This is an optimization exercise on Yosys and OpenROAD, whose aim is small area and a short achievable clock period, not a production implementation.
RTL that was checked went through simulation tests only; none was proved equivalent to the original.

the reference run:
## fp_module
module fp_module (
    input  logic                     i_clk,
    input  logic                     i_rst,
    input  fp_format_pkg::fp_word_t  i_data_r1,
    input  fp_format_pkg::fp_word_t  i_data_r2,
    input  logic [5-1:0]      i_alu_ctrl,
    output fp_format_pkg::fp_word_t  o_data,
    output logic                     o_invalid
);
For scale: about 100 I/O pins, about 0.024 mm2 of cells after synthesis.
clock: 17.0 ns
lec_check: 0
abc_area: 1
cap_margin: 0
core_margin: 2
core_utilization: 40
setup_slack_margin: 5
slew_margin: 0
standard.sh (not shown) runs the stock make flow with config.mk's settings and CLKGATE_MAP_FILE= SYNTH_SCRIPT=/design/flow/synth_recipe.tcl, a recipe that flattens the netlist after the stock synthesis.
==> flow/flow/run.sh <==
#!/bin/bash
set -euo pipefail
export BUFFER_PORTS_ARGS="-buffer_cell sky130_fd_sc_hd__buf_1"
R=orfs/results/sky130hd/fp_module/base
bash standard.sh synth > standard_synth.log 2>&1
cp $R/1_2_yosys.v yosys_netlist_standard.v
python3 flow/fixpol.py yosys_netlist_standard.v $R/1_2_yosys.v > fixpol.log 2>&1
rm -f $R/1_synth.odb $R/1_synth.sdc
bash standard.sh finish > standard_flow.log 2>&1
Other scripts of this flow, unchanged in this note and not shown: flow/flow/fixpol.py
Modified inputs, the trial run compared to the reference run
--- a/flow/design.v
+++ b/flow/design.v
@@ -10,46 +10,14 @@
     typedef enum logic [5-1:0] {
         FP_FSUB   = 5'b01010,
         FP_FMUL   = 5'b01011,
         FP_FCLASS = 5'b01111
     } fp_op_e;
     typedef logic [32-1:0] fp_class_t;
 endpackage
-module fp_add_sk #(
-    parameter int W = 48,
-    parameter int L = 6      
-) (
-    input  logic [W-1:0] i_a,
-    input  logic [W-1:0] i_b,
-    input  logic         i_cin,
-    output logic [W-1:0] o_sum
-);
-    logic [W-1:0] p;
-    logic [W-1:0] g [0:L];
-    logic [W-1:0] t [0:L];
-    assign p    = i_a ^ i_b;
-    assign g[0] = (i_a & i_b) | {{(W-1){1'b0}}, p[0] & i_cin};
-    assign t[0] = p;
-    genvar l, i;
-    generate
-        for (l = 0; l < L; l++) begin : g_lv
-            for (i = 0; i < W; i++) begin : g_bit
-                if (((i >> l) & 1) == 1) begin : g_merge
-                    localparam int J = ((i >> l) << l) - 1;
-                    assign g[l+1][i] = g[l][i] | (t[l][i] & g[l][J]);
-                    assign t[l+1][i] = t[l][i] & t[l][J];
-                end else begin : g_pass
-                    assign g[l+1][i] = g[l][i];
-                    assign t[l+1][i] = t[l][i];
-                end
-            end
-        end
-    endgenerate
-    assign o_sum = p ^ {g[L][W-2:0], i_cin};
-endmodule
 module fp_ones_below #(
     parameter int W = 24,
     parameter int L = 5      
 ) (
     input  logic [W-2:0] i_bits,
     output logic [W-1:0] o_ones
 );
@@ -138,20 +106,15 @@
             localparam int S = 1 << (4 - k);
             assign sh[k+1] = exp_diff[4-k] ? (sh[k] >> S) : sh[k];
             assign st[k+1] = st[k] | (exp_diff[4-k] & (|sh[k][S-1:0]));
         end
     endgenerate
     assign far      = |exp_diff[7:5];
     assign small_al = far ? {26'd0, |sig_small} : {sh[5][26:1], sh[5][0] | st[5]};
-    fp_add_sk #(.W(28), .L(5)) u_add (
-        .i_a   ({1'b0, sig_big, 3'b000}),
-        .i_b   ({1'b0, small_al} ^ {28{eff_sub}}),
-        .i_cin (eff_sub),
-        .o_sum (mag)
-    );
+    assign mag = {1'b0, sig_big, 3'b000} + ({1'b0, small_al} ^ {28{eff_sub}}) + {27'd0, eff_sub};
     always_comb begin
         lz = 5'd27;
         for (int i = 0; i < 28; i++) begin
             if (mag[i]) lz = 5'(27 - i);
         end
     end
     assign norm = mag << lz;
@@ -2089,15 +2052,15 @@
     assign c940 = (c766 & s849) | (c766 & c848) | (s849 & c848);
     assign s941 = 1'b1 ^ s851 ^ c850;
     assign c942 = (1'b1 & s851) | (1'b1 & c850) | (s851 & c850);
     assign s943 = pp323 ^ pp348 ^ c852;
     assign c944 = (pp323 & pp348) | (pp323 & c852) | (pp348 & c852);
     assign row_x = {s943, s941, s939, s937, s935, s933, s931, s929, s927, s925, s923, s921, s919, s917, s915, s913, s911, s909, s907, s905, s903, s901, s899, s897, s895, s893, s891, s889, s887, s885, s883, s881, s879, s877, s875, s873, s871, s869, s867, s865, s863, s861, s859, s857, s855, pp54, pp2, pp1};
     assign row_y = {c942, c940, c938, c936, c934, c932, c930, c928, c926, c924, c922, c920, c918, c916, c914, c912, c910, c908, c906, c904, c902, c900, c898, c896, c894, c892, c890, c888, c886, c884, c882, c880, c878, c876, c874, c872, c870, c868, c866, c864, c862, c860, c858, c856, c854, s853, 1'b0, pp27};
-    fp_add_sk #(.W(48), .L(6)) u_cpa (.i_a(row_x), .i_b(row_y), .i_cin(1'b0), .o_sum(p));
+    assign p = row_x + row_y;
 endmodule
 module fp_mul (
     input  logic [31:0] i_a,
     input  logic [31:0] i_b,
     output logic        o_norm_sign,
     output logic [9:0]  o_norm_exp,
     output logic [26:0] o_norm_sig,
==> run notes <==
Compared with the reference run, in the trial run number of vias per cell went down; sequential share of cell area did not really move. Min post-route core utilization across the trial run and the reference run: the trial run. Taking the reference run as the reference, in the trial run cell area -about 5%, met2 layer wire length in the routed design saw an increase, worst setup slack picked up an extra 0.25 ns, final wirelength saw little to no change. Looking at launch point of the worst path, the i_data_r2[27] result is from the reference run; the i_data_r2[13] one comes from the trial run. Largest fanout on the critical path (lower): the reference run. The trial run — routed wire length per instance 0.20 um higher, the reference run as reference.
For the reference run, only the layout was checked, not whether the RTL still works.


fp_module, a different RTL version from the one above (not shown whole).
Size: ~3,600 cells after synthesis, roughly 100 I/O pins.
==> module fp_ones_below, before the edit <==
module fp_ones_below #(
    parameter int W = 24
) (
    input  logic [W-2:0] i_bits,
    output logic [W-1:0] o_ones
);
    localparam int L = $clog2(W);
    logic [W-1:0] lv [0:L];
    assign lv[0] = {i_bits, 1'b1};
    genvar l, i;
    generate
        for (l = 0; l < L; l++) begin : g_lv
            for (i = 0; i < W; i++) begin : g_bit
                if (((i >> l) & 1) == 1) begin : g_and
                    assign lv[l+1][i] = lv[l][i] & lv[l][((i >> l) << l) - 1];
                end else begin : g_pass
                    assign lv[l+1][i] = lv[l][i];
                end
            end
        end
    endgenerate
    assign o_ones = lv[L];
endmodule
==> module fp_round, before the edit <==
module fp_round (
    input  logic        i_norm_sign,
    input  logic [9:0]  i_norm_exp,
    input  logic [26:0] i_norm_sig,
    input  logic        i_norm_zero,
    output logic [31:0] o_result,
    output logic        o_range_invalid
);
    logic [22:0] frac;
    logic        round_up;
    logic [23:0] frac_inc;
    logic [23:0] ones_below;
    logic        carry;
    logic        ovf;
    logic        unf;
    logic        normal;
    logic [7:0]  exp_out;
    logic [7:0]  exp_p1;
    assign frac     = i_norm_sig[25:3];
    assign round_up = i_norm_sig[2] & (i_norm_sig[1] | i_norm_sig[0] | frac[0]);
    fp_ones_below #(.W(24)) u_ones (.i_bits(frac), .o_ones(ones_below));
    assign frac_inc = {1'b0, frac} ^ ({24{round_up}} & ones_below);
    assign carry    = round_up & ones_below[23];
    assign ovf    = ~i_norm_zero & ~i_norm_exp[9] & (i_norm_exp[8] | (&i_norm_exp[7:0]));
    assign unf    = ~i_norm_zero & (i_norm_exp[9] | (i_norm_exp[8:0] == 9'd0));
    assign normal = ~i_norm_zero & ~ovf & ~unf;
    assign exp_p1  = i_norm_exp[7:0] + 8'd1;
    assign exp_out = carry ? exp_p1 : i_norm_exp[7:0];
    assign o_result = normal ? {i_norm_sign, exp_out, frac_inc[22:0]} :
                      ovf    ? {i_norm_sign, 8'hff, 23'd0} : 32'd0;
    assign o_range_invalid = ovf | unf | (normal & carry & (i_norm_exp[7:0] == 8'd254));
endmodule
==> module fp_mul, before the edit <==
module fp_mul (
    input  logic [31:0] i_a,
    input  logic [31:0] i_b,
    output logic        o_norm_sign,
    output logic [9:0]  o_norm_exp,
    output logic [26:0] o_norm_sig,
    output logic        o_norm_zero
);
    logic [23:0] sig_a;
    logic [23:0] sig_b;
    logic [47:0] product;
    logic [9:0]  exp_sum;
    logic [9:0]  exp_sum_p1;
    assign sig_a = {(i_a[30:23] != 8'd0), i_a[22:0]};
    assign sig_b = {(i_b[30:23] != 8'd0), i_b[22:0]};
    fp_mul_array u_array (
        .a (sig_a),
        .b (sig_b),
        .p (product)
    );
    assign exp_sum    = {2'b00, i_a[30:23]} + {2'b00, i_b[30:23]} - 10'd127;
    assign exp_sum_p1 = exp_sum + 10'd1;
    assign o_norm_zero = (i_a[30:0] == 31'd0) || (i_b[30:0] == 31'd0);
    assign o_norm_sign = i_a[31] ^ i_b[31];
    assign o_norm_sig  = product[47] ? {product[47:22], |product[21:0]}
                                     : {product[46:21], |product[20:0]};
    assign o_norm_exp  = product[47] ? exp_sum_p1 : exp_sum;
endmodule
export LEC_CHECK = 0
export ABC_AREA = 1
export CAP_MARGIN = 20
export CORE_MARGIN = 2
export CORE_UTILIZATION = 40
export SETUP_SLACK_MARGIN = 4.5
export SLEW_MARGIN = 20
create_clock -name core_clock -period 17.0 [get_ports {i_clk}]
Scripts as last shown in full above: flow/flow/run.sh
Other scripts of this flow, unchanged in this note and not shown: flow/flow/fixpol.py
The baseline passed the timing, design-rule and antenna checks.
Edit:
--- a/flow/design.v
+++ b/flow/design.v
@@ -13,31 +13,8 @@
         FP_FCLASS = 5'b01111
     } fp_op_e;
     typedef logic [32-1:0] fp_class_t;
 endpackage
-module fp_ones_below #(
-    parameter int W = 24
-) (
-    input  logic [W-2:0] i_bits,
-    output logic [W-1:0] o_ones
-);
-    localparam int L = $clog2(W);
-    logic [W-1:0] lv [0:L];
-    assign lv[0] = {i_bits, 1'b1};
-    genvar l, i;
-    generate
-        for (l = 0; l < L; l++) begin : g_lv
-            for (i = 0; i < W; i++) begin : g_bit
-                if (((i >> l) & 1) == 1) begin : g_and
-                    assign lv[l+1][i] = lv[l][i] & lv[l][((i >> l) << l) - 1];
-                end else begin : g_pass
-                    assign lv[l+1][i] = lv[l][i];
-                end
-            end
-        end
-    endgenerate
-    assign o_ones = lv[L];
-endmodule
 module fp_round (
     input  logic        i_norm_sign,
     input  logic [9:0]  i_norm_exp,
     input  logic [26:0] i_norm_sig,
@@ -53,19 +30,22 @@
     logic        ovf;
     logic        unf;
     logic        normal;
     logic [7:0]  exp_out;
-    logic [7:0]  exp_p1;
     assign frac     = i_norm_sig[25:3];
     assign round_up = i_norm_sig[2] & (i_norm_sig[1] | i_norm_sig[0] | frac[0]);
-    fp_ones_below #(.W(24)) u_ones (.i_bits(frac), .o_ones(ones_below));
+    always_comb begin
+        ones_below[0] = 1'b1;
+        for (int i = 1; i < 24; i++) begin
+            ones_below[i] = ones_below[i-1] & frac[i-1];
+        end
+    end
     assign frac_inc = {1'b0, frac} ^ ({24{round_up}} & ones_below);
     assign carry    = round_up & ones_below[23];
     assign ovf    = ~i_norm_zero & ~i_norm_exp[9] & (i_norm_exp[8] | (&i_norm_exp[7:0]));
     assign unf    = ~i_norm_zero & (i_norm_exp[9] | (i_norm_exp[8:0] == 9'd0));
     assign normal = ~i_norm_zero & ~ovf & ~unf;
-    assign exp_p1  = i_norm_exp[7:0] + 8'd1;
-    assign exp_out = carry ? exp_p1 : i_norm_exp[7:0];
+    assign exp_out = i_norm_exp[7:0] + {7'd0, carry};
     assign o_result = normal ? {i_norm_sign, exp_out, frac_inc[22:0]} :
                       ovf    ? {i_norm_sign, 8'hff, 23'd0} : 32'd0;
     assign o_range_invalid = ovf | unf | (normal & carry & (i_norm_exp[7:0] == 8'd254));
 endmodule
@@ -2069,23 +2049,21 @@
     logic [23:0] sig_a;
     logic [23:0] sig_b;
     logic [47:0] product;
     logic [9:0]  exp_sum;
-    logic [9:0]  exp_sum_p1;
     assign sig_a = {(i_a[30:23] != 8'd0), i_a[22:0]};
     assign sig_b = {(i_b[30:23] != 8'd0), i_b[22:0]};
     fp_mul_array u_array (
         .a (sig_a),
         .b (sig_b),
         .p (product)
     );
-    assign exp_sum    = {2'b00, i_a[30:23]} + {2'b00, i_b[30:23]} - 10'd127;
-    assign exp_sum_p1 = exp_sum + 10'd1;
+    assign exp_sum = {2'b00, i_a[30:23]} + {2'b00, i_b[30:23]} - 10'd127;
     assign o_norm_zero = (i_a[30:0] == 31'd0) || (i_b[30:0] == 31'd0);
     assign o_norm_sign = i_a[31] ^ i_b[31];
     assign o_norm_sig  = product[47] ? {product[47:22], |product[21:0]}
                                      : {product[46:21], |product[20:0]};
-    assign o_norm_exp  = product[47] ? exp_sum_p1 : exp_sum;
+    assign o_norm_exp  = exp_sum + {9'd0, product[47]};
 endmodule
 module fp_class (
     input  logic                     i_sign,
     input  fp_format_pkg::fp_exp_t   i_exp,
What happened:
- The changed run completed without violations
- count of clock-buffer cells in the layout is unchanged
- worst hold slack gains 0.060 ns
- setup slack degrades by 0.32 ns
- final cell count stays flat
- non-clock buffer count came out higher by 93
The RTL of the first run of this note was laid out without a check of its function.

==> port drivers added, routing unchanged <==
How much do the figures lean on ideal ports? The routed layouts below were timed once more, with nothing changed but the port constraints.
Step 1 (the two cells are an assumption about what drives the block):
set clk [get_ports {i_clk}]
set_driving_cell -lib_cell sky130_fd_sc_hd__clkbuf_16 $clk
set_driving_cell -lib_cell sky130_fd_sc_hd__buf_2 [delete_from_list [all_inputs] $clk]
Step 2 times the ports against the registers' clock, not the clock port: input delays grow and output delays shrink by t, the midpoint of the rising clock arrivals with the driver on.
Three values: ideal ports, drivers, drivers and shift; two values: the first two.
| run | t (ns) | setup WS [ns] | worst setup path after step 2 |
|---|---|---|---|
| the reference run | 0.306 | 5.243 / 5.231 / 4.925 | input to register |
| the trial run | 0.308 | 5.497 / 5.408 / 5.100 | input to register |
| the first run of note 2 | 0.310 | 5.065 / 5.039 / 4.729 | input to register |
| the second run of note 2 | 0.305 | 4.750 / 4.753 / 4.448 | input to register |
After both steps setup and hold are still met in every run listed. For the trial run, which loses most, drivers alone change the setup slack by -0.089 ns; drivers and shift together by -0.397 ns.
